This is an optimization exercise on Yosys and OpenROAD, whose aim is small area, a short achievable clock period and few clock cycles per item, not a production implementation.
At most, simulation tests tie the RTL to the original design; equivalence was not proved.
The RTL of runs 1 to 3 was laid out without a check of its function.
Power and IR drop assume default switching activity.

### flow/design.v
module amd_ram #(
  parameter int Width = 16,
  parameter int Depth = 16
) (
  input  logic                     clk,
  input  logic                     we,
  input  logic [$clog2(Depth)-1:0] addr,
  input  logic [Width-1:0]         wdata,
  output logic [Width-1:0]         rdata
);
  logic [Width-1:0] mem [Depth];
  always_ff @(posedge clk) begin
    if (we) begin
      mem[addr] <= wdata;
    end
    rdata <= mem[addr];
  end
endmodule
module adjacency_matrix_dfs (
  input  logic        clk,
  input  logic        rst_n,
  input  logic        start,
  output logic        busy,
  input  logic [49:0] in_word,
  output logic        out_valid,
  output logic [18:0] out_word
);
  localparam int N = 16;
  localparam logic [1:0] REQ_ADD_VERTEX = 2'd0;
  localparam logic [1:0] REQ_ADD_EDGE = 2'd1;
  localparam logic [1:0] REQ_WALK = 2'd2;
  localparam logic [1:0] ST_OK = 2'd0;
  localparam logic [1:0] ST_FULL = 2'd1;
  localparam logic [1:0] ST_EXISTS = 2'd2;
  localparam logic [1:0] ST_NOT_FOUND = 2'd3;
  logic [15:0] labels_r [N];
  logic [N-1:0] used_r;           
  logic [N-1:0] dup_r;            
  logic [N-1:0] adj_r [N];        
  logic [49:0] r_word;
  logic r_v;
  logic [15:0] r_a, r_b;
  assign r_a = r_word[47:32];
  assign r_b = r_word[31:16];
  logic s_v;
  logic [1:0] s_type;
  logic [15:0] s_a;
  logic s_wnz;
  logic [N-1:0] s_sa, s_sb;
  logic walk_r;                   
  logic [N-1:0] vis_r;            
  logic [N-1:0] held_r;           
  logic [N-1:0] later_r [N];      
  logic s_adv, r_adv, x_go;
  assign s_adv = !s_v || !walk_r;
  assign r_adv = !r_v || s_adv;
  assign x_go = s_v && !walk_r;
  logic fa, fb, full, add_now;
  logic [N-1:0] wslot;
  assign fa = |s_sa;
  assign fb = |s_sb;
  assign full = used_r[N-1];
  always_comb begin
    for (int i = 0; i < N; i++) begin
      wslot[i] = !used_r[i] && (i == 0 || used_r[(i == 0) ? 0 : i - 1]);
    end
  end
  assign add_now = x_go && s_type == REQ_ADD_VERTEX && !full;
  logic [N-1:0] la, lb;
  always_comb begin
    for (int i = 0; i < N; i++) begin
      la[i] = used_r[i] && !dup_r[i] && labels_r[i] == r_a;
      lb[i] = used_r[i] && !dup_r[i] && labels_r[i] == r_b;
    end
    if (add_now && !fa && s_a == r_a) la = la | wslot;
    if (add_now && !fa && s_a == r_b) lb = lb | wslot;
  end
  logic [N-1:0] avail, cont, src, q;
  logic [N-1:0] nq [N];
  logic found;
  always_comb begin
    for (int v = 0; v < N; v++) begin
      logic [N-1:0] open_v;
      open_v = adj_r[v] & ~vis_r;
      avail[v] = |open_v;
      nq[v] = '0;
      for (int j = N - 1; j >= 0; j--) begin
        if (open_v[j]) nq[v] = N'(1) << j;
      end
    end
    cont = vis_r & avail;
    for (int v = 0; v < N; v++) begin
      logic ok;
      ok = cont[v];
      for (int u = 0; u < N; u++) begin
        if (u > v) ok = ok && (!cont[u] || !later_r[u][v]);
        if (u < v) ok = ok && (!cont[u] || later_r[v][u]);
      end
      src[v] = ok;
    end
    q = '0;
    for (int v = 0; v < N; v++) begin
      q = q | (nq[v] & {N{src[v]}});
    end
  end
  assign found = |cont;
  logic exists;
  always_comb begin
    exists = 1'b0;
    for (int v = 0; v < N; v++) begin
      exists = exists | (s_sa[v] && |(adj_r[v] & s_sb));
    end
  end
  logic [15:0] held_label;
  always_comb begin
    held_label = '0;
    for (int v = 0; v < N; v++) begin
      held_label = held_label | (labels_r[v] & {16{held_r[v]}});
    end
  end
  logic [18:0] out_nxt;
  logic walk_nxt;
  logic set_edge;
  always_comb begin
    out_nxt = {16'd0, 1'b1, ST_OK};
    walk_nxt = 1'b0;
    set_edge = 1'b0;
    if (walk_r) begin
      out_nxt = {held_label, !found, ST_OK};
      walk_nxt = found;
    end else begin
      case (s_type)
        REQ_ADD_VERTEX: begin
          if (full) out_nxt[1:0] = ST_FULL;
        end
        REQ_ADD_EDGE: begin
          if (!fa || !fb) out_nxt[1:0] = ST_NOT_FOUND;
          else if (exists) out_nxt[1:0] = ST_EXISTS;
          else set_edge = x_go && s_wnz;
        end
        REQ_WALK: begin
          if (!fa) out_nxt[1:0] = ST_NOT_FOUND;
          else begin
            out_nxt = {s_a, !found, ST_OK};
            walk_nxt = found && s_v;
          end
        end
        default: ;
      endcase
    end
  end
  logic r_v_nxt, s_v_nxt;
  logic [N-1:0] s_sa_nxt;
  assign r_v_nxt = r_adv ? (start && !busy) : r_v;
  assign s_v_nxt = s_adv ? r_v : s_v;
  assign s_sa_nxt = s_adv ? la : s_sa;
  always_ff @(posedge clk) begin
    if (!rst_n) begin
      r_v <= 1'b0;
      s_v <= 1'b0;
      walk_r <= 1'b0;
      busy <= 1'b0;
      used_r <= '0;
      out_valid <= 1'b0;
    end else begin
      r_v <= r_v_nxt;
      s_v <= s_v_nxt;
      walk_r <= walk_nxt;
      busy <= walk_nxt && s_v_nxt && r_v_nxt;
      if (add_now) used_r <= used_r | wslot;
      out_valid <= walk_r || s_v;
    end
    if (r_adv) r_word <= in_word;
    if (s_adv) begin
      s_type <= r_word[49:48];
      s_a <= r_a;
      s_wnz <= r_word[15:0] != 16'd0;
      s_sb <= lb;
    end
    s_sa <= s_sa_nxt;
    out_word <= out_nxt;
    vis_r <= walk_nxt ? (vis_r | q) : s_sa_nxt;
    held_r <= q;
    for (int i = 0; i < N; i++) begin
      if (add_now && wslot[i]) begin
        labels_r[i] <= s_a;
        dup_r[i] <= fa;
      end
      for (int j = 0; j < N; j++) begin
        if (!rst_n) adj_r[i][j] <= 1'b0;
        else if (set_edge && s_sa[i] && s_sb[j]) adj_r[i][j] <= 1'b1;
      end
      for (int j = 0; j < i; j++) begin
        if (q[i]) later_r[i][j] <= 1'b1;
        else if (q[j]) later_r[i][j] <= 1'b0;
      end
    end
  end
endmodule
### flow/run.sh
#!/bin/bash
# synth_recipe.tcl (not shown) runs the flow's synth.tcl, then flattens the netlist and writes it again
# the make line also repeats each setting of config.mk as NAME=value (left out here)
make -C /OpenROAD-flow-scripts/flow DESIGN_CONFIG=/design/flow/config.mk WORK_HOME=/design/flow/orfs CLKGATE_MAP_FILE= SYNTH_SCRIPT=/design/flow/synth_recipe.tcl finish
### flow/config.mk
export PLATFORM = sky130hd
export DESIGN_NAME = adjacency_matrix_dfs
export DESIGN_NICKNAME = adjacency_matrix_dfs
export VERILOG_FILES = /design/flow/design.v
export SDC_FILE = /design/flow/constraint.sdc
export NUM_CORES = 4
export LEC_CHECK = 0
export CAP_MARGIN = 20
export CORE_MARGIN = 2
export CORE_UTILIZATION = 40
export SETUP_SLACK_MARGIN = 5
export SLEW_MARGIN = 20
### flow/constraint.sdc
create_clock -name core_clock -period 10.0 [get_ports {clk}]
set_input_delay 2.0000 -clock core_clock [delete_from_list [all_inputs] [get_ports {clk}]]
set_output_delay 2.0000 -clock core_clock [all_outputs]
set_load 0.01 [all_outputs]
==> results_tabular.tex, run 1 <==
\begin{tabular}{lr}
\hline
Metric & Value \\
\hline
\multicolumn{2}{l}{\textbf{Critical path}} \\
Maximum fanout along the worst path & 12 \\
Worst r2r path cells & 13 \\
Biggest cell delay along the critical path & 0.75 ns \\
Data arrival time of the critical path & around 5.7 ns \\
Flop2flop setup slack & 4.85 ns \\
Crit-path slowest cell & sky130\_fd\_sc\_hd\_\_a311oi\_1 \\
Crit path kind & register to register \\
Crit Reg-Reg Endpoint & later\_r[8][3] \\
Launching point of the worst reg2reg path & vis\_r[13] \\
Critical path cell sequence & buf\_4 > nand2b\_1 > and4\_1 > and3\_2 > a21o\_2 > o22ai\_1 > nor4b\_1 > buf\_4 > and2\_2 > a311oi\_1 > and4\_1 > a21bo\_2 > a21o\_1 \\
Startpoint type of the worst setup path & register \\
Data required time at the worst endpoint & roughly 11 ns \\
Type of destination of the critical path & register \\
\multicolumn{2}{l}{\textbf{GRT}} \\
Via count of the first global-routing pass & just over 40000 \\
Global-route wire length before repair & 364 mm \\
Remaining global-route overflow & 0 \\
Largest net degree at the start of global routing & 109 \\
Initial antenna violation count & 21 \\
GRT Resource Usage Total & 47.7\% \\
\multicolumn{2}{l}{\textbf{Timing}} \\
Max\_slew headroom & 16.1\% \\
Final worst path period share & 51.5\% \\
Fin Setup TNS & 0 ns \\
RSZ-0062 raised after global routing & true \\
Final-report setup violation count & 0 \\
Hold Fails Final Rpt & 0 \\
Max Transition Viols Final & 0 \\
Final worst path period need & 5.15 ns \\
Transition at the pin with the smallest max-transition slack & 1.26 ns \\
Clock Skews & 0.0480 ns \\
Achievable Freq & 194 MHz \\
\multicolumn{2}{l}{\textbf{Synth}} \\
Yosys warnings & 5 \\
Count of flip-flops with a built-in enable after synthesis & 357 \\
Dominant cells by area after synthesis & sky130\_fd\_sc\_hd\_\_edfxtp\_1, sky130\_fd\_sc\_hd\_\_dfxtp\_1, sky130\_fd\_sc\_hd\_\_xor2\_1, sky130\_fd\_sc\_hd\_\_nor2b\_1, sky130\_fd\_sc\_hd\_\_a21oi\_1 \\
Most frequently used cell type in the post-synthesis netlist & sky130\_fd\_sc\_hd\_\_dfxtp\_1 \\
Yosys top cell area share & 24.3\% \\
Share of synthesized flip-flops with an asynchronous set or reset & 0\% \\
Net count after synthesis & 4640 \\
Dominant register cell in the synthesized netlist & sky130\_fd\_sc\_hd\_\_dfxtp\_1 \\
Post-Syn Instances & 4587 \\
Sequential fraction of the synthesis area & approximately 45\% \\
Commonest cells in the synthesized netlist & sky130\_fd\_sc\_hd\_\_dfxtp\_1, sky130\_fd\_sc\_hd\_\_xor2\_1, sky130\_fd\_sc\_hd\_\_nor2b\_1, sky130\_fd\_sc\_hd\_\_edfxtp\_1, sky130\_fd\_sc\_hd\_\_a21oi\_1 \\
Cell area after synthesis & 44200 µm² \\
Flops \& latches, synth & just over 800 \\
Mean instance size in the synthesized netlist & 9.63 µm² \\
Synth cell types & 100 \\
Cell type with the highest aggregate area in the netlist & sky130\_fd\_sc\_hd\_\_edfxtp\_1 \\
\multicolumn{2}{l}{\textbf{Floorplan}} \\
Die outline width & 336 µm \\
Die Height & 336 µm \\
Placeable core region & 109000 µm² \\
I/O pin total & 74 \\
Placement row count & 121 \\
Die Area & 113000 µm² \\
Initial standard-cell utilization of the core & 40.5\% \\
\multicolumn{2}{l}{\textbf{Final layout}} \\
Filler instances & 10300 \\
Share of final-layout standard cells stronger than drive strength 1 & 13.2\% \\
Final nets & 4762 \\
Post-synthesis to final-layout area growth & 17.7\% \\
Non-filler cells in the finished layout & around 6300 \\
\multicolumn{2}{l}{\textbf{Clocking}} \\
Number of hold buffers added after CTS & 0 \\
Maximum buffer depth of the clock tree & 3 \\
Total CTS buffers & 91 \\
CTS root buf & sky130\_fd\_sc\_hd\_\_clkbuf\_16 \\
Num Clock Sinks & 821 \\
Clock edge transition at the registers on the reported setup and hold paths & 0.07 ns \\
CTS tree & done \\
Insertion delay to the later sink of the worst-skew pair & 0.73 ns \\
Clock H-tree levels & 3 \\
\multicolumn{2}{l}{\textbf{Power and ir drop}} \\
Maximum vdd ir drop & 0.161 mV \\
Standby leakage power & about 0.019 µW \\
Total power draw & 7430 µW \\
Power density over the cells & 143 nW/µm² \\
\multicolumn{2}{l}{\textbf{Detailed routing}} \\
Via count normalized by instance count & 6.91 \\
Aggregate routed wire length & 275 mm \\
ANT nets after route & 0 \\
Number of DRC violations after detailed-routing iteration 0 & 6878 \\
Via count & 43300 \\
Number of detailed-routing iterations run before antenna repair & 6 \\
Routed wire length per instance & 43.9 µm \\
Number of DRC violations after detailed routing & 0 \\
\multicolumn{2}{l}{\textbf{Worst hold path}} \\
Worst min-delay path class & register to register \\
Start point of the worst hold path & r\_word[48] \\
Hold path depth & 0 \\
Endpoint, Worst Hold & s\_type[0] \\
\multicolumn{2}{l}{\textbf{Place}} \\
Cell count after placement & 6040 \\
Port bufs & 73 \\
Detailed placer's ending HPWL & 210 mm \\
RD Place Congestion & 1.17 \\
\multicolumn{2}{l}{\textbf{Outcome}} \\
Outcome & no timing/DRC/antenna violations \\
\multicolumn{2}{l}{\textbf{Job}} \\
Maxcap violations & 0 \\
\hline
\end{tabular}
-- logic make-up after synthesis --
logic type,after synthesis,synth area share [%]
compound gates,1137,18.1
xor+xnor,544,10.8
buf+inv,384,3.42
flops,821,45.3
simple gates,1701,22.4
-- power breakdown --
| part | total (µW) | switching (µW) | internal [µW] |
|---|---|---|---|
| registers | 3520 | 16.5 | 3510 |
| logic | 293 | 189 | 104 |
| clock network | 3610 | 1550 | 2060 |
-- timing repair --
item                                    4_1_cts  5_1_grt
resized for setup                           160       53
pin swaps                                    32       10
endpoints found under the setup margin      153      144
buffers inserted                             43        9
-- critical path: cells and delay by family (launching register included) --
family	cells	cell delay [ns]
AOI/OAI and AO/OA	5	2.40
and+or+nand+nor	6	1.66
buffers and inverters	2	0.48
DFF	1	0.42
-- per-stage QoR --
| step | hold WS (ns) | util [%] | setup WS [ns] | instance area, µm² |
|---|---|---|---|---|
| 3_3_place_gp | 0.413 | 43.3 | 2.75 | 47200 |
| 6_report | 0.428 | 47.6 | 4.85 | 52000 |
| 5_1_grt | 0.448 | 47.6 | 4.95 | 51900 |
| 4_1_cts | 0.426 | 47.3 | 4.98 | 51600 |
| 3_5_place_dp | 0.405 | 43.3 | 3.01 | 47300 |
| 2_1_floorplan | 0.400 | - | 6.06 | 44200 |
-- metal layers --
layer  share of wire, %  GRT usage (%)  vias to the layer above
met1                 35           54.4                    21200
li1                   -              -                    17300
met5              0.049              0                        -
met2                 44           74.3                     3536
met3                 10           11.6                     1205
met4                 11           42.6                       20
-- state kept, by name, indices dropped and copies added, names as in the netlist, 19 cells and up --
name	flops
out_word	19
adj_r	256
r_word	50
later_r	120
labels_r	256
-- layout make-up --
cell class              instances  area [µm²]  share of cell area (%)
multi-input cells            3382       23700                    45.6
flip-flops and latches        821       20000                    38.6
repair buffers                331        2840                    5.46
clock buffers                 120        2620                    5.05
well taps                    1476        1850                    3.55
clock inverters                48         574                    1.11
inverters                      82         323                   0.621
diodes                         11        27.5                  0.0530
-- how the worst max path moves through the flow --
stage                     startpoint              end  slack, ns  depth (start not counted)
after detailed placement    vis_r[2]   later_r[14][0]       3.01                         14
after floorplan             vis_r[8]  later_r[14][10]       6.06                         13
after global routing        vis_r[8]   later_r[11][6]       4.95                         17
after global placement     vis_r[12]   later_r[14][6]       2.75                         15
final                      vis_r[13]    later_r[8][3]       4.85                         13
after CTS                  vis_r[12]    later_r[4][0]       4.98                         14
-- cell usage in the layout (no fill, tap or decap), drive strengths merged, types with 88 or more instances in the layout --
cell type / n
nor2b: 406
nand2: 178
edfxtp: 357
buf: 259
nor2: 161
a22oi: 161
nand4: 140
a21o: 97
dfxtp: 464
nor4: 161
nor3: 128
o21ai: 88
clkbuf: 120
a21oi: 340
xnor2: 93
nand3: 120
nand2b: 171
xor2: 451
==> run 2, diff against run 1 <==
--- a/flow/design.v
+++ b/flow/design.v
@@ -49,8 +49,8 @@
   logic [N-1:0] s_sa, s_sb;
   logic walk_r;                   
   logic [N-1:0] vis_r;            
-  logic [N-1:0] held_r;           
-  logic [N-1:0] later_r [N];      
+  logic [N-1:0] front_r;          
+  logic [N-1:0] pri_r [N];        
   logic s_adv, r_adv, x_go;
   assign s_adv = !s_v || !walk_r;
   assign r_adv = !r_v || s_adv;
@@ -75,35 +75,36 @@
     if (add_now && !fa && s_a == r_a) la = la | wslot;
     if (add_now && !fa && s_a == r_b) lb = lb | wslot;
   end
-  logic [N-1:0] avail, cont, src, q;
-  logic [N-1:0] nq [N];
-  logic found;
-  always_comb begin
-    for (int v = 0; v < N; v++) begin
-      logic [N-1:0] open_v;
-      open_v = adj_r[v] & ~vis_r;
-      avail[v] = |open_v;
-      nq[v] = '0;
-      for (int j = N - 1; j >= 0; j--) begin
-        if (open_v[j]) nq[v] = N'(1) << j;
-      end
-    end
-    cont = vis_r & avail;
-    for (int v = 0; v < N; v++) begin
+  logic [N-1:0] front, vis, q, newf, avail, open_v [N];
+  logic front_ge2, last, keep;
+  assign front = front_r | (s_sa & {N{!walk_r}});
+  assign vis = vis_r & {N{walk_r}};
+  assign keep = walk_r || (s_v && s_type == REQ_WALK);
+  always_comb begin
+    for (int w = 0; w < N; w++) begin
       logic ok;
-      ok = cont[v];
-      for (int u = 0; u < N; u++) begin
-        if (u > v) ok = ok && (!cont[u] || !later_r[u][v]);
-        if (u < v) ok = ok && (!cont[u] || later_r[v][u]);
-      end
-      src[v] = ok;
-    end
-    q = '0;
-    for (int v = 0; v < N; v++) begin
-      q = q | (nq[v] & {N{src[v]}});
-    end
-  end
-  assign found = |cont;
+      ok = front[w];
+      for (int x = 0; x < N; x++) begin
+        if (x > w) ok = ok && (!front[x] || pri_r[w][x]);
+        if (x < w) ok = ok && (!front[x] || !pri_r[x][w]);
+      end
+      q[w] = ok;
+    end
+    newf = '0;
+    for (int w = 0; w < N; w++) begin
+      open_v[w] = adj_r[w] & ~vis;
+      open_v[w][w] = 1'b0;
+      avail[w] = |open_v[w];
+      newf = newf | (open_v[w] & {N{q[w]}});
+    end
+    front_ge2 = 1'b0;
+    for (int w = 0; w < N; w++) begin
+      for (int x = w + 1; x < N; x++) begin
+        front_ge2 = front_ge2 | (front[w] & front[x]);
+      end
+    end
+    last = !(front_ge2 || |(q & avail));
+  end
   logic exists;
   always_comb begin
     exists = 1'b0;
@@ -111,11 +112,11 @@
       exists = exists | (s_sa[v] && |(adj_r[v] & s_sb));
     end
   end
-  logic [15:0] held_label;
-  always_comb begin
-    held_label = '0;
+  logic [15:0] q_label;
+  always_comb begin
+    q_label = '0;
     for (int v = 0; v < N; v++) begin
-      held_label = held_label | (labels_r[v] & {16{held_r[v]}});
+      q_label = q_label | (labels_r[v] & {16{q[v]}});
     end
   end
   logic [18:0] out_nxt;
@@ -126,8 +127,8 @@
     walk_nxt = 1'b0;
     set_edge = 1'b0;
     if (walk_r) begin
-      out_nxt = {held_label, !found, ST_OK};
-      walk_nxt = found;
+      out_nxt = {q_label, last, ST_OK};
+      walk_nxt = !last;
     end else begin
       case (s_type)
         REQ_ADD_VERTEX: begin
@@ -141,8 +142,8 @@
         REQ_WALK: begin
           if (!fa) out_nxt[1:0] = ST_NOT_FOUND;
           else begin
-            out_nxt = {s_a, !found, ST_OK};
-            walk_nxt = found && s_v;
+            out_nxt = {s_a, last, ST_OK};
+            walk_nxt = !last && s_v;
           end
         end
         default: ;
@@ -179,20 +180,20 @@
     end
     s_sa <= s_sa_nxt;
     out_word <= out_nxt;
-    vis_r <= walk_nxt ? (vis_r | q) : s_sa_nxt;
-    held_r <= q;
+    vis_r <= vis | q;
+    front_r <= ((front & ~q) | newf) & {N{keep}};
     for (int i = 0; i < N; i++) begin
       if (add_now && wslot[i]) begin
         labels_r[i] <= s_a;
         dup_r[i] <= fa;
       end
       for (int j = 0; j < N; j++) begin
-        if (!rst_n) adj_r[i][j] <= 1'b0;
+        if (add_now && (wslot[i] || wslot[j])) adj_r[i][j] <= 1'b0;
         else if (set_edge && s_sa[i] && s_sb[j]) adj_r[i][j] <= 1'b1;
       end
-      for (int j = 0; j < i; j++) begin
-        if (q[i]) later_r[i][j] <= 1'b1;
-        else if (q[j]) later_r[i][j] <= 1'b0;
+      for (int j = i + 1; j < N; j++) begin
+        if (newf[i]) pri_r[i][j] <= 1'b1;
+        else if (newf[j]) pri_r[i][j] <= 1'b0;
       end
     end
   end
==> run 2 against run 1 <==
  * Synthesized area is 6.9% lower
  * Total power hardly changed
  * Global-route usage is 4.8 points lower
  * Hold slack hardly changed
  * Core utilization is 1.4 points lower
  * Cell count is 9.6% lower
  * Largest power group unchanged
==> results_tabular.tex, run 2 <==
\begin{tabular}{lr}
\hline
Metric & Value \\
\hline
\multicolumn{2}{l}{\textbf{Detailed routing}} \\
Aggregate routed wire length & 234 mm (-15\%) \\
Number of detailed-routing iterations run before antenna repair & 9 (+3) \\
Via count normalized by instance count & 7.09 (+2.6\%) \\
Via count & 40200 (-7.2\%) \\
Routed wire length per instance & 41.2 µm (-6.0\%) \\
ANT nets after route & 0 (unchanged) \\
Number of DRC violations after detailed-routing iteration 0 & 7495 (+9.0\%) \\
Number of DRC violations after detailed routing & 0 (unchanged) \\
\multicolumn{2}{l}{\textbf{Timing}} \\
Fin Setup TNS & 0 ns (unchanged) \\
Final-report setup violation count & 0 (unchanged) \\
Achievable Freq & 200 MHz (+3.0\%) \\
Final worst path period share & 50.0\% (-1.5 points) \\
Transition at the pin with the smallest max-transition slack & 1.27 ns (+0.0105 ns) \\
Max Transition Viols Final & 0 (unchanged) \\
Max\_slew headroom & 14.8\% (-1.3 points) \\
Hold Fails Final Rpt & 0 (unchanged) \\
Final worst path period need & 5.00 ns (-0.150 ns) \\
RSZ-0062 raised after global routing & false \\
Clock Skews & 0.0825 ns (+0.0345 ns) \\
Minimum setup slack in the final design & 5.00 ns (+0.150 ns) \\
\multicolumn{2}{l}{\textbf{Place}} \\
Setup Slack @ Placement & 5.23 ns (+2.23 ns) \\
Cell count after placement & 5493 (-9.1\%) \\
Port bufs & 73 (unchanged) \\
Detailed placer's ending HPWL & 156 mm (-26\%) \\
RD Place Congestion & 1.09 (-6.7\%) \\
\multicolumn{2}{l}{\textbf{Synth}} \\
Yosys warnings & 5 (unchanged) \\
Net count after synthesis & 4250 (-8.4\%) \\
Cell area after synthesis & 41100 µm² (-6.9\%) \\
Flops \& latches, synth & 821 (unchanged) \\
Cell type with the highest aggregate area in the netlist & sky130\_fd\_sc\_hd\_\_edfxtp\_1 \\
Yosys top cell area share & 27.2\% (+3.0 points) \\
Sequential fraction of the synthesis area & 49.0\% (+3.7 points) \\
Most frequently used cell type in the post-synthesis netlist & sky130\_fd\_sc\_hd\_\_nand2\_1 \\
Post-Syn Instances & 4197 (-8.5\%) \\
Count of flip-flops with a built-in enable after synthesis & 373 (+4.5\%) \\
Commonest cells in the synthesized netlist & sky130\_fd\_sc\_hd\_\_nand2\_1, sky130\_fd\_sc\_hd\_\_xor2\_1, sky130\_fd\_sc\_hd\_\_dfxtp\_1, sky130\_fd\_sc\_hd\_\_o21ai\_0, sky130\_fd\_sc\_hd\_\_edfxtp\_1 \\
Dominant cells by area after synthesis & sky130\_fd\_sc\_hd\_\_edfxtp\_1, sky130\_fd\_sc\_hd\_\_dfxtp\_1, sky130\_fd\_sc\_hd\_\_xor2\_1, sky130\_fd\_sc\_hd\_\_o21ai\_0, sky130\_fd\_sc\_hd\_\_nand2\_1 \\
Synth cell types & 65 (-35\%) \\
Share of synthesized flip-flops with an asynchronous set or reset & 0\% (unchanged) \\
Mean instance size in the synthesized netlist & 9.80 µm² (+1.8\%) \\
Dominant register cell in the synthesized netlist & sky130\_fd\_sc\_hd\_\_dfxtp\_1 \\
\multicolumn{2}{l}{\textbf{Floorplan}} \\
Placeable core region & 102000 µm² (-6.7\%) \\
Initial standard-cell utilization of the core & 40.4\% (-0.084 points) \\
Die Area & 105000 µm² (-6.8\%) \\
I/O pin total & 74 (unchanged) \\
Die Height & 325 µm (-3.4\%) \\
Die outline width & 325 µm (-3.4\%) \\
Placement row count & 117 (-3.3\%) \\
\multicolumn{2}{l}{\textbf{Critical path}} \\
Crit path kind & register to register \\
Type of destination of the critical path & register \\
Startpoint type of the worst setup path & register \\
Crit Reg-Reg Endpoint & front\_r[2] \\
Worst r2r path cells & 10 (-3) \\
Launching point of the worst reg2reg path & walk\_r \\
Data arrival time of the critical path & 5.65 ns (-0.09 ns) \\
Flop2flop setup slack & 5.00 ns (+0.15 ns) \\
Maximum fanout along the worst path & 55 (+43) \\
Data required time at the worst endpoint & 10.65 ns (+0.06 ns) \\
\multicolumn{2}{l}{\textbf{Clocking}} \\
CTS tree & done \\
Clock H-tree levels & 3 (unchanged) \\
Num Clock Sinks & 821 (unchanged) \\
CTS root buf & sky130\_fd\_sc\_hd\_\_clkbuf\_16 \\
Number of hold buffers added after CTS & 0 (unchanged) \\
Resize count post-CTS & 0 (-100\%) \\
Insertion delay to the later sink of the worst-skew pair & 0.75 ns (+0.02 ns) \\
Maximum buffer depth of the clock tree & 3 (unchanged) \\
Number of buffers added for setup after CTS & 0 (-100\%) \\
Clock edge transition at the registers on the reported setup and hold paths & 0.06 ns (about the same) \\
Total CTS buffers & 92 (+1.1\%) \\
\multicolumn{2}{l}{\textbf{Final layout}} \\
Post-synthesis to final-layout area growth & 14.4\% \\
Most common cell after layout, fill and taps aside & sky130\_fd\_sc\_hd\_\_nand2\_1 \\
Area taken by flip-flops and latches & 20200 µm² (+0.72\%) \\
Largest registers in the final layout & adj\_r: 256 flops, labels\_r: 256 flops, pri\_r: 120 flops \\
Total area of multi-input combinational cells & 20000 µm² (-15\%) \\
Non-filler cells in the finished layout & 5669 (-9.6\%) \\
Filler instances & 9763 (-5.3\%) \\
Most frequent cells in the layout & sky130\_fd\_sc\_hd\_\_nand2\_1, sky130\_fd\_sc\_hd\_\_xor2\_1, sky130\_fd\_sc\_hd\_\_dfxtp\_1 \\
Final nets & 4274 (-10\%) \\
Share of final-layout standard cells stronger than drive strength 1 & 9.28\% (-3.9 points) \\
\multicolumn{2}{l}{\textbf{Outcome}} \\
Outcome & no timing/DRC/antenna violations \\
\multicolumn{2}{l}{\textbf{Power and ir drop}} \\
Sw Pwr & 1740 µW (-1.4\%) \\
Maximum vdd ir drop & 0.145 mV (-9.8\%) \\
Standby leakage power & 0.0166 µW (-12\%) \\
Switching share of power & 23.4\% (-0.31 points) \\
Total power draw & 7420 µW (about the same) \\
Power density over the cells & 158 nW/µm² (+10\%) \\
Proportion of power drawn by flip-flops and latches & 47.5\% (about the same) \\
Share of power burned in combinational logic & 3.8\% (about the same) \\
Clk pwr share & 48.7\% (about the same) \\
Internal & 5690 µW (+0.35\%) \\
\multicolumn{2}{l}{\textbf{Worst hold path}} \\
Hold path depth & 0 (unchanged) \\
Endpoint, Worst Hold & s\_type[0] \\
Worst min-delay path class & register to register \\
Start point of the worst hold path & r\_word[48] \\
\multicolumn{2}{l}{\textbf{GRT}} \\
Global-route wire length before repair & 316 mm (-13\%) \\
Initial antenna violation count & 15 (-29\%) \\
Largest net degree at the start of global routing & 56 (-49\%) \\
Via count of the first global-routing pass & 37000 (-8.4\%) \\
Remaining global-route overflow & 0 (unchanged) \\
GRT Resource Usage Total & 42.9\% (-4.8 points) \\
\multicolumn{2}{l}{\textbf{Job}} \\
Maxcap violations & 0 (unchanged) \\
\hline
\end{tabular}
[run 2: cell types whose count changed after synthesis, sizes merged, moves of 90 or more]
| cell | change |
|---|---|
| nand2b | -122 |
| a21oi | -280 |
| nor2b | -366 |
| o21ai | +325 |
| nand2 | +379 |
| nor3 | -90 |
[run 2: how the worst max path moves through the flow]
stage               slack [ns]  depth (start not counted)            to   start
global placement          5.21                          9   front_r[14]  walk_r
floorplan                 7.28                         10  adj_r[15][7]  walk_r
global route              5.06                         10   pri_r[1][2]  walk_r
detailed placement        5.23                         10   pri_r[0][4]  walk_r
CTS                       5.20                         10   pri_r[0][4]  walk_r
finish                    5.00                         10    front_r[2]  walk_r
[run 2: power groups by stage]
| stage | logic, µW | clock network, µW | registers, µW |
|---|---|---|---|
| after global routing | 282 | 3760 | 3530 |
| final | 279 | 3610 | 3530 |
| after CTS | 265 | 3620 | 3530 |
| after global placement | 263 | 0 | 3600 |
| after floorplan | 135 | 0 | 3610 |
| after detailed placement | 264 | 0 | 3600 |
[run 2: cells by family (layout without fill, tap and decap cells)]
family,Yosys count,after routing,synth area share (%)
buffers and inverters,331,432,3.23
AO/OA/AOI/OAI,1279,1279,21.9
adder cells (fa/ha/maj),1,1,0.0243
AND/OR/NAND/NOR,1221,1221,14.2
XOR/XNOR,544,544,11.6
other,0,3,0
flip-flops,821,821,49.0
[run 2: metal layers]
layer	global-route usage [%]	up-vias	wire length, µm
li1	-	15800	-
met1	52.3	19400	82700
met2	62.8	3833	96400
met3	13.1	1161	30000
met4	34.1	14	24500
met5	0.0453	-	98
[run 2: stage by stage]
step	area (µm²)	util, %	hold WS [ns]
floorplan	41100	-	0.400
global placement	43800	43.0	0.403
detailed placement	43800	43.0	0.412
CTS	47000	46.1	0.427
global route	47000	46.2	0.437
finish	47100	46.2	0.428
[run 2: critical path: stages (launching register included)]
cell	delay, ns
sky130_fd_sc_hd__dfxtp_4	0.95
sky130_fd_sc_hd__nor2b_1	0.15
sky130_fd_sc_hd__buf_4	0.24
sky130_fd_sc_hd__nor2_2	0.80
sky130_fd_sc_hd__o2111ai_1	0.27
sky130_fd_sc_hd__nor4_4	0.32
sky130_fd_sc_hd__buf_4	0.55
sky130_fd_sc_hd__a222oi_1	0.23
sky130_fd_sc_hd__nand3_1	0.13
sky130_fd_sc_hd__o31a_1	0.85
sky130_fd_sc_hd__o21ba_2	0.27
[run 2: area by class of cell]
type / instances / area share (%)
diodes: 3 / 0.0160
clock buffers: 117 / 5.18
clock inverters: 54 / 1.53
inverters: 48 / 0.383
multi-input cells: 3045 / 42.6
flip-flops and latches: 821 / 42.9
well taps: 1368 / 3.64
repair buffers: 213 / 3.79
==> run 3, diff against run 2 <==
--- a/flow/design.v
+++ b/flow/design.v
@@ -37,14 +37,13 @@
   logic [N-1:0] used_r;           
   logic [N-1:0] dup_r;            
   logic [N-1:0] adj_r [N];        
-  logic [49:0] r_word;
+  logic [1:0] r_type;
+  logic [15:0] r_a, r_b;
+  logic r_wnz;
   logic r_v;
-  logic [15:0] r_a, r_b;
-  assign r_a = r_word[47:32];
-  assign r_b = r_word[31:16];
   logic s_v;
   logic [1:0] s_type;
-  logic [15:0] s_a;
+  logic s_full;                   
   logic s_wnz;
   logic [N-1:0] s_sa, s_sb;
   logic walk_r;                   
@@ -55,26 +54,25 @@
   assign s_adv = !s_v || !walk_r;
   assign r_adv = !r_v || s_adv;
   assign x_go = s_v && !walk_r;
-  logic fa, fb, full, add_now;
-  logic [N-1:0] wslot;
-  assign fa = |s_sa;
-  assign fb = |s_sb;
-  assign full = used_r[N-1];
-  always_comb begin
-    for (int i = 0; i < N; i++) begin
-      wslot[i] = !used_r[i] && (i == 0 || used_r[(i == 0) ? 0 : i - 1]);
-    end
-  end
-  assign add_now = x_go && s_type == REQ_ADD_VERTEX && !full;
   logic [N-1:0] la, lb;
   always_comb begin
     for (int i = 0; i < N; i++) begin
       la[i] = used_r[i] && !dup_r[i] && labels_r[i] == r_a;
       lb[i] = used_r[i] && !dup_r[i] && labels_r[i] == r_b;
     end
-    if (add_now && !fa && s_a == r_a) la = la | wslot;
-    if (add_now && !fa && s_a == r_b) lb = lb | wslot;
-  end
+  end
+  logic full, add_now;
+  logic [N-1:0] wslot;
+  assign full = used_r[N-1];
+  always_comb begin
+    for (int i = 0; i < N; i++) begin
+      wslot[i] = !used_r[i] && (i == 0 || used_r[(i == 0) ? 0 : i - 1]);
+    end
+  end
+  assign add_now = r_v && s_adv && r_type == REQ_ADD_VERTEX && !full;
+  logic fa, fb;
+  assign fa = |s_sa;
+  assign fb = |s_sb;
   logic [N-1:0] front, vis, q, newf, avail, open_v [N];
   logic front_ge2, last, keep;
   assign front = front_r | (s_sa & {N{!walk_r}});
@@ -132,7 +130,7 @@
     end else begin
       case (s_type)
         REQ_ADD_VERTEX: begin
-          if (full) out_nxt[1:0] = ST_FULL;
+          if (s_full) out_nxt[1:0] = ST_FULL;
         end
         REQ_ADD_EDGE: begin
           if (!fa || !fb) out_nxt[1:0] = ST_NOT_FOUND;
@@ -142,7 +140,7 @@
         REQ_WALK: begin
           if (!fa) out_nxt[1:0] = ST_NOT_FOUND;
           else begin
-            out_nxt = {s_a, last, ST_OK};
+            out_nxt = {q_label, last, ST_OK};
             walk_nxt = !last && s_v;
           end
         end
@@ -171,11 +169,16 @@
       if (add_now) used_r <= used_r | wslot;
       out_valid <= walk_r || s_v;
     end
-    if (r_adv) r_word <= in_word;
+    if (r_adv) begin
+      r_type <= in_word[49:48];
+      r_a <= in_word[47:32];
+      r_b <= in_word[31:16];
+      r_wnz <= in_word[15:0] != 16'd0;
+    end
     if (s_adv) begin
-      s_type <= r_word[49:48];
-      s_a <= r_a;
-      s_wnz <= r_word[15:0] != 16'd0;
+      s_type <= r_type;
+      s_full <= full;
+      s_wnz <= r_wnz;
       s_sb <= lb;
     end
     s_sa <= s_sa_nxt;
@@ -184,11 +187,11 @@
     front_r <= ((front & ~q) | newf) & {N{keep}};
     for (int i = 0; i < N; i++) begin
       if (add_now && wslot[i]) begin
-        labels_r[i] <= s_a;
-        dup_r[i] <= fa;
+        labels_r[i] <= r_a;
+        dup_r[i] <= |la;
       end
       for (int j = 0; j < N; j++) begin
-        if (add_now && (wslot[i] || wslot[j])) adj_r[i][j] <= 1'b0;
+        if (add_now && wslot[i]) adj_r[i][j] <= 1'b0;
         else if (set_edge && s_sa[i] && s_sb[j]) adj_r[i][j] <= 1'b1;
       end
       for (int j = i + 1; j < N; j++) begin
==> flow/flow/run.sh (new file) <==
#!/bin/bash
set -euo pipefail
bash standard.sh SETUP_SLACK_MARGIN=6.5 finish > make.log 2>&1
==> flow/standard.sh (new file) <==
#!/bin/bash
# synth_recipe.tcl (not shown) runs the flow's synth.tcl, then flattens the netlist and writes it again
# the make line also repeats each setting of config.mk as NAME=value (left out here)
make -C /OpenROAD-flow-scripts/flow DESIGN_CONFIG=/design/flow/config.mk WORK_HOME=/design/flow/orfs CLKGATE_MAP_FILE= SYNTH_SCRIPT=/design/flow/synth_recipe.tcl "${@:-finish}"
--- a/flow/config.mk
+++ b/flow/config.mk
@@ -8,5 +8,4 @@
 export CAP_MARGIN = 20
 export CORE_MARGIN = 2
 export CORE_UTILIZATION = 40
-export SETUP_SLACK_MARGIN = 5
 export SLEW_MARGIN = 20
removed: flow/run.sh
==> run 3 against run 2 <==
  * Via count fell by 18%
  * Highest routed layer unchanged
  * Largest power group is now sequential cells
  * Synthesized area decreased by 6.6%
  * Non-clock buffer count rose by 18
  * Still clean on timing, DRC and antenna
==> results_tabular.tex, run 3 <==
\begin{tabular}{lr}
\hline
Metric & Value \\
\hline
\multicolumn{2}{l}{\textbf{Place}} \\
Detailed placer's ending HPWL & 110 mm (-29\%) \\
Port bufs & 73 (unchanged) \\
RD Place Congestion & 1.04 (-4.2\%) \\
\multicolumn{2}{l}{\textbf{Synth}} \\
Post-synthesis compound-gate area fraction & 22.4\% (+0.51 points) \\
Largest family of logic cells by synthesized area & compound AO/OA/AOI/OAI gates \\
Share of the synthesized netlist area taken by xor and xnor gates & 11.7\% (+0.091 points) \\
Net count after synthesis & 3558 (-16\%) \\
Dominant register cell in the synthesized netlist & sky130\_fd\_sc\_hd\_\_dfxtp\_1 \\
Simple-gate area share of the yosys netlist & 11.4\% (-2.8 points) \\
Cell type with the highest aggregate area in the netlist & sky130\_fd\_sc\_hd\_\_edfxtp\_1 \\
Post-Syn Instances & 3505 (-16\%) \\
Flops \& latches, synth & 791 (-3.7\%) \\
Dominant cells by area after synthesis & sky130\_fd\_sc\_hd\_\_edfxtp\_1, sky130\_fd\_sc\_hd\_\_dfxtp\_1, sky130\_fd\_sc\_hd\_\_xor2\_1, sky130\_fd\_sc\_hd\_\_a22o\_1, sky130\_fd\_sc\_hd\_\_a22oi\_1 \\
Share of synthesized flip-flops with an asynchronous set or reset & 0\% (unchanged) \\
Most frequently used cell type in the post-synthesis netlist & sky130\_fd\_sc\_hd\_\_xor2\_1 \\
Yosys warnings & 5 (unchanged) \\
Count of flip-flops with a built-in enable after synthesis & 343 (-8.0\%) \\
Yosys top cell area share & 26.8\% (-0.42 points) \\
Sequential fraction of the synthesis area & 50.2\% (+1.1 points) \\
Commonest cells in the synthesized netlist & sky130\_fd\_sc\_hd\_\_xor2\_1, sky130\_fd\_sc\_hd\_\_dfxtp\_1, sky130\_fd\_sc\_hd\_\_a22o\_1, sky130\_fd\_sc\_hd\_\_edfxtp\_1, sky130\_fd\_sc\_hd\_\_nand2\_1 \\
Fraction of synthesized area in multiplexers & 0\% (unchanged) \\
Post-synthesis adder-cell area fraction & 0.0782\% (+0.054 points) \\
Cell area after synthesis & 38400 µm² (-6.6\%) \\
Mean instance size in the synthesized netlist & 11.0 µm² (+12\%) \\
Synth cell types & 56 (-14\%) \\
\multicolumn{2}{l}{\textbf{Final layout}} \\
Final nets & 3605 (-16\%) \\
Share of final-layout standard cells stronger than drive strength 1 & 11.7\% (+2.4 points) \\
Post-synthesis to final-layout area growth & 14.3\% (about the same) \\
Most common cell after layout, fill and taps aside & sky130\_fd\_sc\_hd\_\_xor2\_1 \\
Largest registers in the final layout & adj\_r: 256 flops, labels\_r: 256 flops, pri\_r: 120 flops \\
Most frequent cells in the layout & sky130\_fd\_sc\_hd\_\_xor2\_1, sky130\_fd\_sc\_hd\_\_dfxtp\_1, sky130\_fd\_sc\_hd\_\_a22o\_1 \\
Fin util & 46.2\% (about the same) \\
\multicolumn{2}{l}{\textbf{Critical path}} \\
Termination of the worst setup path & front\_r[11] \\
Worst r2r path cells & 10 (unchanged) \\
Data required time at the worst endpoint & 10.55 ns (-0.10 ns) \\
Critical path cell sequence & nor2b\_4 > nor2\_4 > o2111ai\_1 > nor4\_4 > buf\_4 > a222oi\_1 > nand3\_1 > o31ai\_2 > buf\_4 > a21oi\_1 \\
Number of logic stages on the critical path including buffering & 10 (unchanged) \\
Type of destination of the critical path & register \\
Flop2flop setup slack & 6.29 ns (+1.30 ns) \\
Maximum fanout along the worst path & 34 (-38\%) \\
Biggest cell delay along the critical path & 0.69 ns (-0.26 ns) \\
Startpoint type of the worst setup path & register \\
Most frequent cell on the critical path & sky130\_fd\_sc\_hd\_\_buf\_4 \\
Crit path kind & register to register \\
Crit-path slowest cell & sky130\_fd\_sc\_hd\_\_edfxtp\_1 \\
Critical Path Source & s\_sa[13] \\
Crit Reg-Reg Endpoint & front\_r[11] \\
Data arrival time of the critical path & 4.25 ns (-1.40 ns) \\
Sum of buffers and inverters on the critical path & 2 (unchanged) \\
Top Family by Delay on Critical Path & compound AO/OA/AOI/OAI gates \\
Launching point of the worst reg2reg path & s\_sa[13] \\
\multicolumn{2}{l}{\textbf{Worst hold path}} \\
Worst min-delay path class & register to register \\
Hold path depth & 2 (+2) \\
\multicolumn{2}{l}{\textbf{Job}} \\
Maxcap violations & 0 (unchanged) \\
\multicolumn{2}{l}{\textbf{Floorplan}} \\
Die Area & 98500 µm² (-6.5\%) \\
Placement row count & 113 (-3.4\%) \\
Die Height & 314 µm (-3.3\%) \\
Initial standard-cell utilization of the core & 40.4\% (+0.059 points) \\
Placeable core region & 95000 µm² (-6.7\%) \\
I/O pin total & 74 (unchanged) \\
Die outline width & 314 µm (-3.3\%) \\
\multicolumn{2}{l}{\textbf{Detailed routing}} \\
Number of DRC violations after detailed-routing iteration 0 & 5465 (-27\%) \\
Routed wire length per instance & 34.2 µm (-17\%) \\
WL met1 & 63.8 mm (-23\%) \\
Via count & 32900 (-18\%) \\
Sum of met2 wire segment lengths after detailed routing & 72.1 mm (-25\%) \\
Number of DRC violations after detailed routing & 0 (unchanged) \\
Detailed-routed wire length on met3 & 19.3 mm (-36\%) \\
Via count normalized by instance count & 6.73 (-5.1\%) \\
Number of detailed-routing iterations run before antenna repair & 13 (+4) \\
Aggregate routed wire length & 167 mm (-28\%) \\
Top routing layer in use & met5 \\
ANT nets after route & 0 (unchanged) \\
\multicolumn{2}{l}{\textbf{Timing}} \\
Transition at the pin with the smallest max-transition slack & 1.10 ns (-0.169 ns) \\
Max Transition Viols Final & 0 (unchanged) \\
RSZ-0062 raised after global routing & true \\
Final worst path period need & 3.71 ns (-1.30 ns) \\
Worst hold-check slack & 0.455 ns (+0.0270 ns) \\
Hold Fails Final Rpt & 0 (unchanged) \\
Achievable Freq & 270 MHz (+35\%) \\
Final worst path period share & 37.1\% (-13 points) \\
Fin Setup TNS & 0 ns (unchanged) \\
Max\_slew headroom & 26.9\% (+12 points) \\
Clock Skews & 0.0246 ns (-0.0579 ns) \\
Final-report setup violation count & 0 (unchanged) \\
\multicolumn{2}{l}{\textbf{Clocking}} \\
Insertion delay to the later sink of the worst-skew pair & 0.67 ns (-0.08 ns) \\
Total CTS buffers & 87 (-5.4\%) \\
Num Clock Sinks & 791 (-3.7\%) \\
Clock H-tree levels & 3 (unchanged) \\
Maximum buffer depth of the clock tree & 3 (unchanged) \\
CTS tree & done \\
Number of hold buffers added after CTS & 0 (unchanged) \\
CTS root buf & sky130\_fd\_sc\_hd\_\_clkbuf\_16 \\
Clock edge transition at the registers on the reported setup and hold paths & 0.06 ns (about the same) \\
\multicolumn{2}{l}{\textbf{Power and ir drop}} \\
Total power draw & 6850 µW (-7.8\%) \\
Standby leakage power & 0.0159 µW (-4.4\%) \\
Maximum vdd ir drop & 0.122 mV (-16\%) \\
Power density over the cells & 156 nW/µm² (-1.1\%) \\
\multicolumn{2}{l}{\textbf{GRT}} \\
Initial antenna violation count & 12 (-3) \\
Largest net degree at the start of global routing & 47 (-16\%) \\
Global-route wire length before repair & 236 mm (-25\%) \\
Via count of the first global-routing pass & 30900 (-16\%) \\
Remaining global-route overflow & 0 (unchanged) \\
GRT Resource Usage Total & 33.0\% (-9.8 points) \\
\multicolumn{2}{l}{\textbf{Outcome}} \\
Outcome & no timing/DRC/antenna violations \\
\hline
\end{tabular}
## run 3: cell count changes after synthesis, sizes merged, moves of 28 or more
cell	delta
clkbuf	-125
nand2	-247
a21o	-91
o21ai	-276
buf	+105
xor2	-28
edfxtp	-30
o32ai	-32
a22o	+279
nor3	+28
nor2	-141
## run 3: area by class of cell
cell class | count | area (µm²)
Antenna cell | 2 | 5.00
Timing Repair Buffer | 231 | 2290
Sequential cell | 791 | 19300
Clock buffer | 125 | 2490
Multi-Input combinational cell | 2406 | 17800
Clock inverter | 31 | 318
Fill cell | 8952 | 51100
Inverter | 35 | 169
Tap cell | 1265 | 1580
## run 3: per-stage QoR
stage	setup slack (ns)	area (µm²)	instances
floorplan	6.79	38400	3505
global placement	5.41	40100	4670
detailed placement	5.48	40100	4670
CTS	6.50	43700	4871
global route	6.32	43900	4884
finish	6.29	43900	4886
## run 3: power by group
group	leakage, µW	switching (µW)	internal [µW]
combinational	0.00772	148	75.1
sequential	0.00683	12.4	3370
clock	0.00137	1380	1860
total	0.0159	1540	5310
## run 3: worst min-delay path by stage
stage                       start            end  slack (ns)
finish              pri_r[10][11]  pri_r[10][11]        0.45
global route        pri_r[12][15]  pri_r[12][15]        0.47
CTS                 pri_r[10][11]  pri_r[10][11]        0.45
detailed placement    pri_r[0][1]    pri_r[0][1]        0.44
global placement      pri_r[7][8]    pri_r[7][8]        0.44
floorplan                   r_wnz          s_wnz        0.40
## run 3: logic make-up (layout without fill, tap and decap cells)
kind of cell    count (synthesis)  in the layout
compound gates               1087           1087
xor+xnor                      512            512
fa+ha+maj                       3              3
buf+inv                       308            422
flops                         791            791
other cells                     0              2
simple gates                  804            804
## run 3: repair_timing
action / CTS / global route
endpoints found under the setup margin: 704 / 486
resized for setup: 83 / 23
pin swaps: 29 / 10
buffers inserted: 45 / 13
## run 3: per-layer routing
| layer | track usage [%] | vias to the layer above |
|---|---|---|
| li1 | - | 13600 |
| met1 | 43.2 | 16000 |
| met2 | 49.8 | 2603 |
| met3 | 8.05 | 667 |
| met4 | 19.0 | 14 |
| met5 | 0 | - |
## run 3: worst reg2reg max path, delay by kind of cell, from the launching register on
family                 cells  cell delay, ns
AOI/OAI and AO/OA          4            1.40
buffers and inverters      2            0.64
DFF                        1            0.69
and+or+nand+nor            4            0.89
==> run 4, diff against run 3 <==
--- a/flow/design.v
+++ b/flow/design.v
@@ -73,18 +73,18 @@
   logic fa, fb;
   assign fa = |s_sa;
   assign fb = |s_sb;
-  logic [N-1:0] front, vis, q, newf, avail, open_v [N];
+  logic [N-1:0] inj, vis, q, newf, avail, open_v [N], diag;
   logic front_ge2, last, keep;
-  assign front = front_r | (s_sa & {N{!walk_r}});
+  assign inj = s_sa & {N{!walk_r}};
   assign vis = vis_r & {N{walk_r}};
   assign keep = walk_r || (s_v && s_type == REQ_WALK);
   always_comb begin
     for (int w = 0; w < N; w++) begin
       logic ok;
-      ok = front[w];
+      ok = front_r[w] || inj[w];
       for (int x = 0; x < N; x++) begin
-        if (x > w) ok = ok && (!front[x] || pri_r[w][x]);
-        if (x < w) ok = ok && (!front[x] || !pri_r[x][w]);
+        if (x > w) ok = ok && (!front_r[x] || pri_r[w][x]);
+        if (x < w) ok = ok && (!front_r[x] || !pri_r[x][w]);
       end
       q[w] = ok;
     end
@@ -92,24 +92,20 @@
     for (int w = 0; w < N; w++) begin
       open_v[w] = adj_r[w] & ~vis;
       open_v[w][w] = 1'b0;
+      diag[w] = adj_r[w][w];
       avail[w] = |open_v[w];
       newf = newf | (open_v[w] & {N{q[w]}});
     end
     front_ge2 = 1'b0;
     for (int w = 0; w < N; w++) begin
       for (int x = w + 1; x < N; x++) begin
-        front_ge2 = front_ge2 | (front[w] & front[x]);
+        front_ge2 = front_ge2 | (front_r[w] & front_r[x]);
       end
     end
     last = !(front_ge2 || |(q & avail));
   end
   logic exists;
-  always_comb begin
-    exists = 1'b0;
-    for (int v = 0; v < N; v++) begin
-      exists = exists | (s_sa[v] && |(adj_r[v] & s_sb));
-    end
-  end
+  assign exists = |(newf & s_sb) || |(s_sa & s_sb & diag);
   logic [15:0] q_label;
   always_comb begin
     q_label = '0;
@@ -135,7 +131,7 @@
         REQ_ADD_EDGE: begin
           if (!fa || !fb) out_nxt[1:0] = ST_NOT_FOUND;
           else if (exists) out_nxt[1:0] = ST_EXISTS;
-          else set_edge = x_go && s_wnz;
+          set_edge = x_go && s_wnz;
         end
         REQ_WALK: begin
           if (!fa) out_nxt[1:0] = ST_NOT_FOUND;
@@ -160,6 +156,7 @@
       walk_r <= 1'b0;
       busy <= 1'b0;
       used_r <= '0;
+      front_r <= '0;
       out_valid <= 1'b0;
     end else begin
       r_v <= r_v_nxt;
@@ -167,6 +164,7 @@
       walk_r <= walk_nxt;
       busy <= walk_nxt && s_v_nxt && r_v_nxt;
       if (add_now) used_r <= used_r | wslot;
+      front_r <= ((front_r & ~q) | newf) & {N{keep}};
       out_valid <= walk_r || s_v;
     end
     if (r_adv) begin
@@ -184,7 +182,6 @@
     s_sa <= s_sa_nxt;
     out_word <= out_nxt;
     vis_r <= vis | q;
-    front_r <= ((front & ~q) | newf) & {N{keep}};
     for (int i = 0; i < N; i++) begin
       if (add_now && wslot[i]) begin
         labels_r[i] <= r_a;
--- a/flow/config.mk
+++ b/flow/config.mk
@@ -8,4 +8,7 @@
 export CAP_MARGIN = 20
 export CORE_MARGIN = 2
 export CORE_UTILIZATION = 40
+export CTS_BUF_LIST = sky130_fd_sc_hd__clkbuf_16
+export CTS_CLUSTER_DIAMETER = 60
+export CTS_CLUSTER_SIZE = 24
 export SLEW_MARGIN = 20
==> run 4 against run 3 <==
  * Critical endpoint is now out_word[1]
  * Still clean
  * Highest routed layer unchanged
  * Sequential power is essentially flat
  * Hold slack improved by 0.011 ns
  * Die area down 6.2%
  * Non-clock buffer count down 43
  * Core utilization is 0.51 points lower
  * Clock power fell by 9.0%
==> results_tabular.tex, run 4 <==
\begin{tabular}{lr}
\hline
Metric & Value \\
\hline
\multicolumn{2}{l}{\textbf{Outcome}} \\
Outcome & no timing/DRC/antenna violations \\
\multicolumn{2}{l}{\textbf{Floorplan}} \\
Die outline width & 304 µm (-3.1\%) \\
Initial standard-cell utilization of the core & 40.2\% (-0.23 points) \\
Placeable core region & 89600 µm² (-5.7\%) \\
Placement row count & 110 (-2.7\%) \\
Die Area & 92400 µm² (-6.2\%) \\
Die Height & 304 µm (-3.1\%) \\
I/O pin total & 74 (unchanged) \\
\multicolumn{2}{l}{\textbf{GRT}} \\
Global-route wire length before repair & 234 mm (-0.78\%) \\
Remaining global-route overflow & 0 (unchanged) \\
Largest net degree at the start of global routing & 38 (-19\%) \\
GRT Resource Usage Total & 35.8\% (+2.7 points) \\
Via count of the first global-routing pass & 28700 (-7.2\%) \\
Initial antenna violation count & 8 (-4) \\
\multicolumn{2}{l}{\textbf{Place}} \\
Instance area at placement & 38000 µm² (-5.0\%) \\
Detailed placer's ending HPWL & 115 mm (+4.5\%) \\
Setup Slack @ Placement & 5.71 ns (+0.231 ns) \\
Port bufs & 73 (unchanged) \\
RD Place Congestion & 1.04 (-0.42\%) \\
\multicolumn{2}{l}{\textbf{Detailed routing}} \\
Number of detailed-routing iterations run before antenna repair & 8 (-5) \\
Routed wire length per instance & 36.1 µm (+5.5\%) \\
Number of DRC violations after detailed-routing iteration 0 & 6116 (+12\%) \\
Via count & 31700 (-3.7\%) \\
Via count normalized by instance count & 6.70 (-0.51\%) \\
Aggregate routed wire length & 171 mm (+2.2\%) \\
Number of DRC violations after detailed routing & 0 (unchanged) \\
ANT nets after route & 0 (unchanged) \\
\multicolumn{2}{l}{\textbf{Synth}} \\
Fraction of synthesized area in multiplexers & 0\% (unchanged) \\
Share of synthesized flip-flops with an asynchronous set or reset & 0\% (unchanged) \\
Simple-gate area share of the yosys netlist & 13.5\% (+2.1 points) \\
Dominant register cell in the synthesized netlist & sky130\_fd\_sc\_hd\_\_dfxtp\_1 \\
Post-synthesis adder-cell area fraction & 0.115\% (+0.036 points) \\
Commonest cells in the synthesized netlist & sky130\_fd\_sc\_hd\_\_xor2\_1, sky130\_fd\_sc\_hd\_\_dfxtp\_1, sky130\_fd\_sc\_hd\_\_edfxtp\_1, sky130\_fd\_sc\_hd\_\_a21oi\_1, sky130\_fd\_sc\_hd\_\_nor2\_1 \\
Yosys warnings & 5 (unchanged) \\
Mean instance size in the synthesized netlist & 10.3 µm² (-6.1\%) \\
Flops \& latches, synth & 791 (unchanged) \\
Synth cell types & 75 (+34\%) \\
Largest family of logic cells by synthesized area & compound AO/OA/AOI/OAI gates \\
Most frequently used cell type in the post-synthesis netlist & sky130\_fd\_sc\_hd\_\_xor2\_1 \\
Post-synthesis compound-gate area fraction & 16.9\% (-5.6 points) \\
Cell area after synthesis & 36000 µm² (-6.2\%) \\
Yosys top cell area share & 28.6\% (+1.8 points) \\
Sequential fraction of the synthesis area & 53.5\% (+3.3 points) \\
Net count after synthesis & 3553 (-0.14\%) \\
Dominant cells by area after synthesis & sky130\_fd\_sc\_hd\_\_edfxtp\_1, sky130\_fd\_sc\_hd\_\_dfxtp\_1, sky130\_fd\_sc\_hd\_\_xor2\_1, sky130\_fd\_sc\_hd\_\_a22oi\_1, sky130\_fd\_sc\_hd\_\_a21oi\_1 \\
Post-Syn Instances & 3500 (-0.14\%) \\
Cell type with the highest aggregate area in the netlist & sky130\_fd\_sc\_hd\_\_edfxtp\_1 \\
Count of flip-flops with a built-in enable after synthesis & 343 (unchanged) \\
Share of the synthesized netlist area taken by xor and xnor gates & 12.5\% (+0.78 points) \\
\multicolumn{2}{l}{\textbf{Final layout}} \\
Post-synthesis to final-layout area growth & 13.7\% \\
Share of final-layout standard cells stronger than drive strength 1 & 9.64\% (-2.1 points) \\
Final instance area & 40900 µm² (-6.7\%) \\
Most common cell after layout, fill and taps aside & sky130\_fd\_sc\_hd\_\_xor2\_1 \\
Final nets & 3546 (-1.6\%) \\
Largest registers in the final layout & adj\_r: 256 flops, labels\_r: 256 flops, pri\_r: 120 flops \\
Filler instances & 8475 (-5.3\%) \\
Most frequent cells in the layout & sky130\_fd\_sc\_hd\_\_xor2\_1, sky130\_fd\_sc\_hd\_\_dfxtp\_1, sky130\_fd\_sc\_hd\_\_edfxtp\_1 \\
\multicolumn{2}{l}{\textbf{Power and ir drop}} \\
Proportion of power drawn by flip-flops and latches & 51.4\% (+1.9 points) \\
Standby leakage power & 0.0155 µW (-2.3\%) \\
Share of power burned in combinational logic & 3.7\% (+0.4 points) \\
Maximum vdd ir drop & 0.137 mV (+13\%) \\
Power density over the cells & 160 nW/µm² (+2.7\%) \\
Clk pwr share & 44.9\% (-2.4 points) \\
Total power draw & 6560 µW (-4.2\%) \\
Switching share of power & 25.5\% (+3.1 points) \\
Internal & 4880 µW (-8.0\%) \\
Sw Pwr & 1680 µW (+9.2\%) \\
\multicolumn{2}{l}{\textbf{Critical path}} \\
Critical path cell sequence & inv\_1 > o21ai\_0 > nor4\_2 > nor4b\_4 > buf\_12 > a22o\_1 > a221oi\_1 > a32o\_4 > o2111a\_1 > o2111a\_1 > a311oi\_1 \\
Data arrival time of the critical path & 4.18 ns (-0.07 ns) \\
Biggest cell delay along the critical path & 0.49 ns (-0.20 ns) \\
Critical Path Source & front\_r[10] \\
Type of destination of the critical path & register \\
Startpoint type of the worst setup path & register \\
Sum of buffers and inverters on the critical path & 2 (unchanged) \\
Top Family by Delay on Critical Path & compound AO/OA/AOI/OAI gates \\
Launching point of the worst reg2reg path & front\_r[10] \\
Number of logic stages on the critical path including buffering & 11 (+1) \\
Termination of the worst setup path & out\_word[1] \\
Data required time at the worst endpoint & 10.59 ns (+0.04 ns) \\
Worst r2r path cells & 11 (+1) \\
Crit path kind & register to register \\
Most frequent cell on the critical path & sky130\_fd\_sc\_hd\_\_o2111a\_1 \\
Flop2flop setup slack & 6.41 ns (+0.12 ns) \\
Maximum fanout along the worst path & 34 (unchanged) \\
Crit Reg-Reg Endpoint & out\_word[1] \\
Crit-path slowest cell & sky130\_fd\_sc\_hd\_\_nor4\_2 \\
\multicolumn{2}{l}{\textbf{Timing}} \\
Max\_slew headroom & 21.8\% (-5.1 points) \\
Max Transition Viols Final & 0 (unchanged) \\
Final-report setup violation count & 0 (unchanged) \\
Minimum setup slack in the final design & 6.41 ns (+0.120 ns) \\
Final worst path period share & 35.9\% (-1.2 points) \\
Achievable Freq & 279 MHz (+3.3\%) \\
Transition at the pin with the smallest max-transition slack & 1.17 ns (+0.0763 ns) \\
Fin Setup TNS & 0 ns (unchanged) \\
RSZ-0062 raised after global routing & true \\
Hold Fails Final Rpt & 0 (unchanged) \\
Final worst path period need & 3.59 ns (-0.120 ns) \\
Clock Skews & 0.0354 ns (+0.0108 ns) \\
\multicolumn{2}{l}{\textbf{Clocking}} \\
Clock edge transition at the registers on the reported setup and hold paths & 0.07 ns (about the same) \\
Insertion delay to the later sink of the worst-skew pair & 0.69 ns (+0.02 ns) \\
Number of hold buffers added after CTS & 0 (unchanged) \\
Maximum buffer depth of the clock tree & 3 (unchanged) \\
CTS root buf & sky130\_fd\_sc\_hd\_\_clkbuf\_16 \\
Total CTS buffers & 69 (-21\%) \\
Num Clock Sinks & 791 (unchanged) \\
Clock H-tree levels & 3 (unchanged) \\
CTS tree & done \\
\multicolumn{2}{l}{\textbf{Job}} \\
Maxcap violations & 0 (unchanged) \\
\multicolumn{2}{l}{\textbf{Worst hold path}} \\
Worst min-delay path class & register to register \\
\hline
\end{tabular}
[run 4: worst min path at each step]
stage / startpoint / end / slack, ns / depth (start not counted)
floorplan: r_wnz / s_wnz / 0.40 / 0
global placement: adj_r[15][15] / adj_r[15][15] / 0.44 / 2
detailed placement: adj_r[12][12] / adj_r[12][12] / 0.45 / 2
CTS: pri_r[6][15] / pri_r[6][15] / 0.46 / 2
global route: pri_r[5][10] / pri_r[5][10] / 0.48 / 2
finish: pri_r[6][15] / pri_r[6][15] / 0.47 / 2
[run 4: cells by family (layout without fill, tap and decap cells)]
family,count (synthesis),in the layout
other,0,4
buffers and inverters,308,357
AO/OA/AOI/OAI,882,882
flip-flops,791,791
XOR/XNOR,512,512
adder cells (fa/ha/maj),4,4
AND/OR/NAND/NOR,1003,1003
[run 4: repair_timing]
item | in CTS | in global routing
endpoints found under the hold margin | 0 | 0
gates resized for setup | 79 | 37
endpoints found under the setup margin | 158 | 52
setup buffers | 8 | 5
pin swaps | 2 | 6
cloned | 0 | 2
[run 4: layout make-up]
class	instances	area, µm²	share of cell area, %
Antenna cell	4	10.0	0.0244
Clock buffer	70	1750	4.28
Clock inverter	57	677	1.65
Inverter	41	171	0.419
Multi-Input combinational cell	2401	15800	38.7
Sequential cell	791	19300	47.1
Tap cell	1176	1470	3.59
Timing Repair Buffer	188	1710	4.19
Timing Repair inverter	1	7.51	0.0183
[run 4: metal layers]
| metal | global-route usage, % | vias up | wire [µm] |
|---|---|---|---|
| met5 | 1.45 | - | 200 |
| met4 | 12.1 | 4 | 7560 |
| met3 | 13.4 | 513 | 26200 |
| met2 | 50.3 | 2883 | 69000 |
| met1 | 50.2 | 15500 | 67900 |
| li1 | - | 12800 | - |
[run 4: power by group through the flow]
stage | sequential [µW] | combinational (µW) | clock (µW)
2_1_floorplan | 3450 | 119 | 0
3_3_place_gp | 3450 | 227 | 0
3_5_place_dp | 3450 | 228 | 0
4_1_cts | 3370 | 229 | 2950
5_1_grt | 3380 | 246 | 3070
6_report | 3370 | 241 | 2950
[run 4: per-stage QoR]
stage / cells / util [%] / hold slack, ns
2_1_floorplan: 3500 / - / 0.400
3_3_place_gp: 4582 / 42.4 / 0.439
3_5_place_dp: 4583 / 42.5 / 0.447
4_1_cts: 4718 / 45.5 / 0.464
5_1_grt: 4725 / 45.7 / 0.477
6_report: 4729 / 45.7 / 0.465
[run 4: worst register-to-register path, delay by kind of cell, from the launching register on]
kind            cells  cell delay (ns)
simple gates        2             0.86
buf+inv             2             0.55
flops               1             0.45
compound gates      7             1.63
Testbench counts of run 4, summed over its fixed seeds: cycles 6,316, items 1,600.
==> run 5, diff against run 4 <==
==> flow/flow/run.sh (replaced) <==
#!/bin/bash
set -euo pipefail
bash standard.sh SETUP_SLACK_MARGIN=6.5 "BUFFER_PORTS_ARGS=-buffer_cell sky130_fd_sc_hd__buf_4" finish > make.log 2>&1
--- a/flow/config.mk
+++ b/flow/config.mk
@@ -7,7 +7,7 @@
 export LEC_CHECK = 0
 export CAP_MARGIN = 20
 export CORE_MARGIN = 2
-export CORE_UTILIZATION = 40
+export CORE_UTILIZATION = 55
 export CTS_BUF_LIST = sky130_fd_sc_hd__clkbuf_16
 export CTS_CLUSTER_DIAMETER = 60
 export CTS_CLUSTER_SIZE = 24
==> run 5 against run 4 <==
  * Routed wire length shrank 2.5%
  * Total power shrank 6.6%
  * Die area shrank 27%
  * Sequential power is essentially flat
  * Final area shrank 2.4%
  * Non-clock buffer count grew 8
  * Largest cell class unchanged
  * Largest power group unchanged
  * Highest routed layer unchanged
==> results_tabular.tex, run 5 <==
\begin{tabular}{lr}
\hline
Metric & Value \\
\hline
\multicolumn{2}{l}{\textbf{Final layout}} \\
Most common cell after layout, fill and taps aside & sky130\_fd\_sc\_hd\_\_xor2\_1 \\
Filler instances & 5286 (-38\%) \\
Most frequent cells in the layout & sky130\_fd\_sc\_hd\_\_xor2\_1, sky130\_fd\_sc\_hd\_\_dfxtp\_1, sky130\_fd\_sc\_hd\_\_edfxtp\_1 \\
\multicolumn{2}{l}{\textbf{GRT}} \\
Global-route wire length before repair & 231 mm (-1.3\%) \\
Largest net degree at the start of global routing & 38 (unchanged) \\
\multicolumn{2}{l}{\textbf{Clocking}} \\
Num Clock Sinks & 791 (unchanged) \\
Clock edge transition at the registers on the reported setup and hold paths & 0.09 ns (+0.02 ns) \\
CTS root buf & sky130\_fd\_sc\_hd\_\_clkbuf\_16 \\
\multicolumn{2}{l}{\textbf{Critical path}} \\
Termination of the worst setup path & out\_word[1] \\
Crit path kind & register to register \\
Crit-path slowest cell & sky130\_fd\_sc\_hd\_\_a222oi\_1 \\
Data required time at the worst endpoint & 10.55 ns (-0.04 ns) \\
\multicolumn{2}{l}{\textbf{Synth}} \\
Yosys warnings & 5 (unchanged) \\
Post-Syn Instances & 3500 (unchanged) \\
Mean instance size in the synthesized netlist & 10.3 µm² (unchanged) \\
Synth cell types & 75 (unchanged) \\
Dominant register cell in the synthesized netlist & sky130\_fd\_sc\_hd\_\_dfxtp\_1 \\
Yosys top cell area share & 28.6\% (unchanged) \\
\multicolumn{2}{l}{\textbf{Worst hold path}} \\
Worst min-delay path class & register to register \\
\multicolumn{2}{l}{\textbf{Place}} \\
Instance area at placement & 37300 µm² (-1.8\%) \\
\multicolumn{2}{l}{\textbf{Outcome}} \\
Outcome & no timing/DRC/antenna violations \\
\multicolumn{2}{l}{\textbf{Floorplan}} \\
Die outline width & 260 µm (-15\%) \\
\multicolumn{2}{l}{\textbf{Timing}} \\
Fin Setup TNS & 0 ns (unchanged) \\
\hline
\end{tabular}
[run 5: cell count changes in the layout (fill, tap and decap cells not counted), sizes merged]
cell,delta
clkdlybuf4s50,-52
clkbuf,-17
buf,+82
inv,-7
clkinvlp,+2
clkinv,-9
dlygate4sd2,-20
bufinv,+2
dlymetal6s2s,-1
diode,-1
[run 5: report_power, final]
| group | internal (µW) | switching (µW) |
|---|---|---|
| Sequential | 3370 | 8.85 |
| Combinational | 69.6 | 164 |
| Clock | 1170 | 1350 |
[run 5: cell type report]
cell class              count  area, µm²  area share (%)
multi-input cells        2401      15800            39.5
well taps                 855       1070            2.68
inverters                  41        179           0.448
flip-flops and latches    791      19300            48.3
repair buffers            196       1660            4.15
clock inverters            45        579            1.45
diodes                      3       7.51          0.0188
clock buffers              54       1350            3.38
repair inverters            1       7.51          0.0188
[run 5: worst min-delay path by stage]
stage,start,endpoint,slack (ns),cells past startpoint
4_1_cts,pri_r[5][11],pri_r[5][11],0.46,2
3_5_place_dp,r_wnz,s_wnz,0.44,0
5_1_grt,pri_r[5][11],pri_r[5][11],0.48,2
3_3_place_gp,r_wnz,s_wnz,0.41,0
6_report,r_wnz,s_wnz,0.46,0
2_1_floorplan,r_wnz,s_wnz,0.40,0
[run 5: kinds of logic (layout without fill, tap and decap cells)]
family,count (synthesis),after routing,share of synthesized area [%]
AND/OR/NAND/NOR,1003,1003,13.5
AO/OA/AOI/OAI,882,882,16.9
flip-flops,791,791,53.5
XOR/XNOR,512,512,12.5
buffers and inverters,308,337,3.53
adder cells (fa/ha/maj),4,4,0.115
other,0,3,0
[run 5: timing repair]
item | 4_1_cts | 5_1_grt
gates resized for setup | 61 | 46
cloned | 1 | 1
buffers inserted | 22 | 9
setup endpoints to repair | 154 | 36
pin swaps | 5 | 9
[run 5: worst max-delay path, delay by kind of cell (launching register included)]
kind,cells,cell delay [ns]
DFF,1,0.46
AOI/OAI and AO/OA,6,1.69
buffers and inverters,3,0.58
and+or+nand+nor,3,0.63
[run 5: routing by layer]
metal / share of wire, % / vias up / track usage (%)
li1: - / 12700 / -
met1: 33 / 15300 / 58.1
met2: 42 / 3100 / 71.7
met3: 14 / 1061 / 15.3
met4: 11 / 10 / 39.8
met5: 0.046 / - / 0.0712
[run 5: through the flow]
| stage | std cells | worst slack, ns | utilization (%) |
|---|---|---|---|
| final | 4387 | 6.45 | 61.9 |
| after global routing | 4384 | 6.43 | 61.9 |
| after CTS | 4372 | 6.48 | 61.4 |
| after detailed placement | 4250 | 5.62 | 57.8 |
| after global placement | 4250 | 5.60 | 57.8 |
| after floorplan | 3500 | 6.90 | - |

Check on run 5: ideal ports give 6.454 ns setup slack; a clkbuf_16 on the clock port and buf_2 on the inputs give 6.454 ns; moving port delays by the midpoint clock arrival (0.758 ns) as well gives 6.454 ns.
